This design comes from an exercise in tuning for small area on the open sky130 flow, not from production work. The RTL was checked by simulation tests, not by an equivalence proof against the original design. Power is estimated from default activity; no workload was simulated.

Setup of v24:
Design decode_unit, start of the top module:
module decode_unit (
    input  logic        clk,
    input  logic        rst,
    input  logic        req_i,
    input  logic [31:0] inst_i,
    input  logic        ex_wreg_i,
    input  logic [4:0]  ex_wd_i,
    input  logic [31:0] ex_wdata_i,
    input  logic        mem_wreg_i,
    input  logic [4:0]  mem_wd_i,
    input  logic [31:0] mem_wdata_i,
    input  logic        wb_wreg_i,
    input  logic [4:0]  wb_wd_i,
    input  logic [31:0] wb_wdata_i,
    output logic        ack_o,
    output logic [7:0]  aluop_o,
    output logic [2:0]  alusel_o,
    output logic [4:0]  wd_o,
    output logic        wreg_o,
    output logic        inst_valid_o,
    output logic [31:0] reg1_o,
    output logic [31:0] reg2_o
);
    logic [31:0] rf_q [1:31];
    logic [31:0] wdm;
    assign wdm = wb_wdata_i & {32{~rst}};
    for (genvar r = 1; r < 32; r++) begin : g_rf
        logic we;
        logic keep;
        assign we   = wb_wreg_i && (wb_wd_i == r[4:0]);
        assign keep = ~we & ~rst;
        rf_word u_word (
            .clk    (clk),
            .keep_i (keep),
            .we_i   (we),
            .wd_i   (wdm),
            .q_o    (rf_q[r])
        );
    end
    logic ack_q;
    logic acc;    
    logic hold;   
    assign acc  = req_i & ~ack_q & ~rst;
    assign hold = ~acc & ~rst;
    always_ff @(posedge clk) begin
        ack_q <= req_i & ~rst;
    end
    logic [5:0]  op;
    logic [4:0]  rs, rt, rd, sa;
    logic [5:0]  fn;
    logic [15:0] imm16;
    assign {op, rs, rt, rd, sa, fn} = inst_i;
    assign imm16 = inst_i[15:0];
    logic       f_rr;     
    logic       f_sh;     
    logic       f_imm;    
    logic [7:0] aluop;
    logic [2:0] alusel;
    always_comb begin
        f_rr   = 1'b0;
        f_sh   = 1'b0;
        f_imm  = 1'b0;
        aluop  = 8'h00;
        alusel = 3'b000;
        case (op)
            6'h00: begin
                case (fn)
                    6'h24: if (sa == 5'd0) begin f_rr = 1'b1; aluop = 8'h24; alusel = 3'b001; end
  ...
For scale: about 3600 cells after synthesis, ~1100 flip-flops, roughly 230 I/O pins, ~42000 um^2 of cells after synthesis.
Settings: LEC_CHECK=0, CAP_MARGIN=20, CORE_MARGIN=2, CORE_UTILIZATION=40, SLEW_MARGIN=20, SYNTH_HIERARCHICAL=1; clock period 4.0 ns.
standard.sh (not shown) runs the stock make flow with config.mk's settings and CLKGATE_MAP_FILE= SYNTH_SCRIPT=/design/flow/synth_recipe.tcl, a recipe that flattens the netlist after the stock synthesis.
==> flow/flow/run.sh <==
#!/bin/bash
# Standard ORFS layout with lighter port buffers (every port still gets its
# own buffer, a buf_1 instead of the delay cell buffer_ports picks) and a
# clock tree of larger sink clusters without dummy loads.
set -euo pipefail
export BUFFER_PORTS_ARGS="-buffer_cell sky130_fd_sc_hd__buf_1"
export CTS_ARGS="-sink_clustering_enable -repair_clock_nets -sink_clustering_size 12 -sink_clustering_max_diameter 50 -buf_list sky130_fd_sc_hd__clkbuf_8 -dont_use_dummy_load"
bash standard.sh > standard.log 2>&1
diff inputs: v24 => v21
-- flow/design.v --
<<< v24, line 117
    assign y = ~((a1 & a2) | (b1 & b2) | (c1 & c2));
endmodule
module nandn #(
    parameter int M = 2
>>> v21, line 117
    assign y = ~((a1 & a2) | (b1 & b2) | (c1 & c2));
endmodule
module aoi22 (
    input  logic a1, a2, b1, b2,
    output logic y
);
    assign y = ~((a1 & a2) | (b1 & b2));
endmodule
module oai31 (
    input  logic a1, a2, a3, b1,
    output logic y
);
    assign y = ~((a1 | a2 | a3) & b1);
endmodule
module nandn #(
    parameter int M = 2
<<< v24, line 138
    logic [2:0]  r;      
    logic        t;      
    logic        o;      
    for (genvar g = 0; g < 10; g++) begin : g_grp
        aoi222 u_g (
>>> v21, line 150
    logic [2:0]  r;      
    logic        t;      
    for (genvar g = 0; g < 10; g++) begin : g_grp
        aoi222 u_g (
<<< v24, line 151
    nandn #(.M(4)) u_r1 (.x_i (p[7:4]),  .y_o (r[1]));
    nandn #(.M(3)) u_r2 (.x_i (p[10:8]), .y_o (r[2]));
    aoi222 u_t (
        .a1 (f_i), .a2 (r[0]),
        .b1 (f_i), .b2 (r[1]),
        .c1 (f_i), .c2 (r[2]),
        .y  (t)
    );
    aoi222 u_x (
        .a1 (xsel_i[0]), .a2 (xd_i[0]),
        .b1 (xsel_i[1]), .b2 (xd_i[1]),
        .c1 (xsel_i[2]), .c2 (xd_i[2]),
        .y  (o)
    );
    if (NX == 3) begin : g_x3
        nandn #(.M(2)) u_y (.x_i ({t, o}), .y_o (y_o));
    end else begin : g_x4
        logic n;
        nandn #(.M(2)) u_n (.x_i ({xsel_i[3], xd_i[3]}), .y_o (n));
        nandn #(.M(3)) u_y (.x_i ({t, o, n}), .y_o (y_o));
    end
endmodule
>>> v21, line 162
    nandn #(.M(4)) u_r1 (.x_i (p[7:4]),  .y_o (r[1]));
    nandn #(.M(3)) u_r2 (.x_i (p[10:8]), .y_o (r[2]));
    oai31 u_t (.a1 (r[0]), .a2 (r[1]), .a3 (r[2]), .b1 (f_i), .y (t));
    if (NX == 3) begin : g_x3
        logic o;
        aoi222 u_x (
            .a1 (xsel_i[0]), .a2 (xd_i[0]),
            .b1 (xsel_i[1]), .b2 (xd_i[1]),
            .c1 (xsel_i[2]), .c2 (xd_i[2]),
            .y  (o)
        );
        nandn #(.M(2)) u_y (.x_i ({t, o}), .y_o (y_o));
    end else begin : g_x4
        logic [1:0] o;
        aoi22 u_x0 (.a1 (xsel_i[0]), .a2 (xd_i[0]), .b1 (xsel_i[1]), .b2 (xd_i[1]), .y (o[0]));
        aoi22 u_x1 (.a1 (xsel_i[2]), .a2 (xd_i[2]), .b1 (xsel_i[3]), .b2 (xd_i[3]), .y (o[1]));
        nandn #(.M(3)) u_y (.x_i ({t, o}), .y_o (y_o));
    end
endmodule
<<< v24, line 339
        );
    end
    logic [6:0]  aluop_q;
    logic [2:0]  alusel_q;
    logic [4:0]  wd_q;
>>> v21, line 347
        );
    end
    logic [7:0]  aluop_q;
    logic [2:0]  alusel_q;
    logic [4:0]  wd_q;
<<< v24, line 346
        reg1_q   <= reg1_d;
        reg2_q   <= reg2_d;
        aluop_q  <= ({7{hold}} & aluop_q)  | ({7{acc}} & aluop[6:0]);
        alusel_q <= ({3{hold}} & alusel_q) | ({3{acc}} & alusel);
        wd_q     <= ({5{hold}} & wd_q)     | ({5{acc}} & wd);
>>> v21, line 354
        reg1_q   <= reg1_d;
        reg2_q   <= reg2_d;
        aluop_q  <= ({8{hold}} & aluop_q)  | ({8{acc}} & aluop);
        alusel_q <= ({3{hold}} & alusel_q) | ({3{acc}} & alusel);
        wd_q     <= ({5{hold}} & wd_q)     | ({5{acc}} & wd);
<<< v24, line 352
    end
    assign ack_o        = ack_q;
    assign aluop_o      = {1'b0, aluop_q};  
    assign alusel_o     = alusel_q;
    assign wd_o         = wd_q;
>>> v21, line 360
    end
    assign ack_o        = ack_q;
    assign aluop_o      = aluop_q;
    assign alusel_o     = alusel_q;
    assign wd_o         = wd_q;
Notes after the runs:
Compare v21 and v24 | initial detailed-routing violation count lower: v21
Looking at v21 and v24, the utilization is a wash.
Summary of v21 over v24: multi-input gate area in the final layout grew by 610 um^2; largest fanout on the critical path moved up.
v21 vs v24, share of total power in the clock network went up by 0.3 points.
In v21 the non-clock buffer share of cell area turned out 0.24 points higher than in v24.
In the tables for v21 and v24, worst hold slack reads higher with v21.
Compared with v24, v21 has extra setup slack.
Compared v21 vs v24, and clock-buffer cell count is up in v21.
For v24, the startpoint of the most critical setup path was inst_i[20], unlike v21, where it was inst_i[19].
Between v24 and v21, the flow reports post-route cell area increasing slightly.

Starting RTL as in the previous note.
Design decode_unit, start of the top module:
module decode_unit (
    input  logic        clk,
    input  logic        rst,
    input  logic        req_i,
    input  logic [31:0] inst_i,
    input  logic        ex_wreg_i,
    input  logic [4:0]  ex_wd_i,
    input  logic [31:0] ex_wdata_i,
    input  logic        mem_wreg_i,
    input  logic [4:0]  mem_wd_i,
    input  logic [31:0] mem_wdata_i,
    input  logic        wb_wreg_i,
    input  logic [4:0]  wb_wd_i,
    input  logic [31:0] wb_wdata_i,
    output logic        ack_o,
    output logic [7:0]  aluop_o,
    output logic [2:0]  alusel_o,
    output logic [4:0]  wd_o,
    output logic        wreg_o,
    output logic        inst_valid_o,
    output logic [31:0] reg1_o,
    output logic [31:0] reg2_o
);
    logic [31:0] rf_q [1:31];
    logic [31:0] wdm;
    assign wdm = wb_wdata_i & {32{~rst}};
    for (genvar r = 1; r < 32; r++) begin : g_rf
        logic we;
        logic keep;
        assign we   = wb_wreg_i && (wb_wd_i == r[4:0]);
        assign keep = ~we & ~rst;
        rf_word u_word (
            .clk    (clk),
            .keep_i (keep),
            .we_i   (we),
            .wd_i   (wdm),
            .q_o    (rf_q[r])
        );
    end
    logic ack_q;
    logic acc;    
    logic hold;   
    assign acc  = req_i & ~ack_q & ~rst;
    assign hold = ~acc & ~rst;
    always_ff @(posedge clk) begin
        ack_q <= req_i & ~rst;
    end
    logic [5:0]  op;
    logic [4:0]  rs, rt, rd, sa;
    logic [5:0]  fn;
    logic [15:0] imm16;
  ...
clock: 4.0 ns
lec_check: 0
cap_margin: 20
core_margin: 2
core_utilization: 55
place_density: 0.7
slew_margin: 20
synth_hierarchical: 1
==> flow/flow/run.sh <==
#!/bin/bash
# Standard ORFS layout with lighter port buffers (every port still gets its
# own buffer, a buf_1 instead of the delay cell buffer_ports picks) and a
# clock tree of larger sink clusters without dummy loads.
set -euo pipefail
export BUFFER_PORTS_ARGS="-buffer_cell sky130_fd_sc_hd__buf_1"
export CTS_ARGS="-sink_clustering_enable -repair_clock_nets -sink_clustering_size 26 -sink_clustering_max_diameter 80 -buf_list sky130_fd_sc_hd__clkbuf_16 -dont_use_dummy_load"
bash standard.sh > standard.log 2>&1
The baseline ran to the end with no violations.
==> next run, changes <==
--- a/flow/design.v
+++ b/flow/design.v
@@ -330,32 +330,41 @@
             );
         end
         rd_bit #(.NX(4)) u_rd2 (
             .dec_i  (dec2),
             .col_i  (col),
             .f_i    (f2),
             .xsel_i ({i2, hold, m2, e2}),
             .xd_i   ({immv[k], reg2_q[k], mem_wdata_i[k], ex_wdata_i[k]}),
             .y_o    (reg2_d[k])
         );
     end
     logic [6:0]  aluop_q;
-    logic [2:0]  alusel_q;
     logic [4:0]  wd_q;
-    logic        valid_q;
     always_ff @(posedge clk) begin
         reg1_q   <= reg1_d;
         reg2_q   <= reg2_d;
         aluop_q  <= ({7{hold}} & aluop_q)  | ({7{acc}} & aluop[6:0]);
-        alusel_q <= ({3{hold}} & alusel_q) | ({3{acc}} & alusel);
         wd_q     <= ({5{hold}} & wd_q)     | ({5{acc}} & wd);
-        valid_q  <= (hold & valid_q)       | (acc & valid);
     end
     assign ack_o        = ack_q;
     assign aluop_o      = {1'b0, aluop_q};  
+    logic [2:0] alusel_q;
+    logic       valid_q;
+    always_comb begin
+        case (aluop_q)
+            7'h24, 7'h25, 7'h26, 7'h27,
+            7'h59, 7'h5a, 7'h5b, 7'h5c:          alusel_q = 3'b001;
+            7'h7c, 7'h02, 7'h03:                 alusel_q = 3'b010;
+            7'h20, 7'h21, 7'h22, 7'h23, 7'h2a, 7'h2b,
+            7'h55, 7'h56, 7'h57, 7'h58:          alusel_q = 3'b100;
+            default:                             alusel_q = 3'b000;
+        endcase
+    end
+    assign valid_q  = |aluop_q;
     assign alusel_o     = alusel_q;
     assign wd_o         = wd_q;
     assign wreg_o       = valid_q;
     assign inst_valid_o = valid_q;
     assign reg1_o       = reg1_q;
     assign reg2_o       = reg2_q;
 endmodule
Cell area stays flat. Hold slack improves by 46 ps. Setup slack is better by 100 ps. Core utilization hardly moves. Synthesized cell count is about the same. Total power went down slightly. Synthesized area is about the same. Wire length barely changes. Global-route usage drops by 0.30 points. Via count came out higher slightly. Critical path depth does not change. Die area hardly moves.

## static timing again, ports no longer ideal
In the flow no input, the clock included, has a driving cell. The finished layouts below were timed again as built, in two steps. Step 1: set_driving_cell puts a clkbuf_16 on clk and a buf_2 on each other input, an assumption about the parent block. Step 2, shift: input delay + t, output delay - t, t = (earliest + latest rising clock arrival at the registers) / 2. This alone moves slack from input paths to output paths. a / b / c = no drivers / after step 1 / after step 2; a / b = the first two.
run | t (ns) | setup WS [ns] | slew at the worst register clock pin (ns)
v24 | 0.856 | 0.413 / 0.448 / -0.408 | 0.09 / 0.09
v21 | 0.854 | 0.902 / 0.935 / 0.081 | 0.09 / 0.09
the first run of note 2 | 0.727 | 0.488 / 0.509 / -0.218 | 0.11 / 0.11
the second run of note 2 | 0.722 | 0.593 / 0.562 / -0.160 | 0.11 / 0.11
With both steps, setup timing fails in v24, the first run of note 2 and the second run of note 2, where it was met with ideal ports.
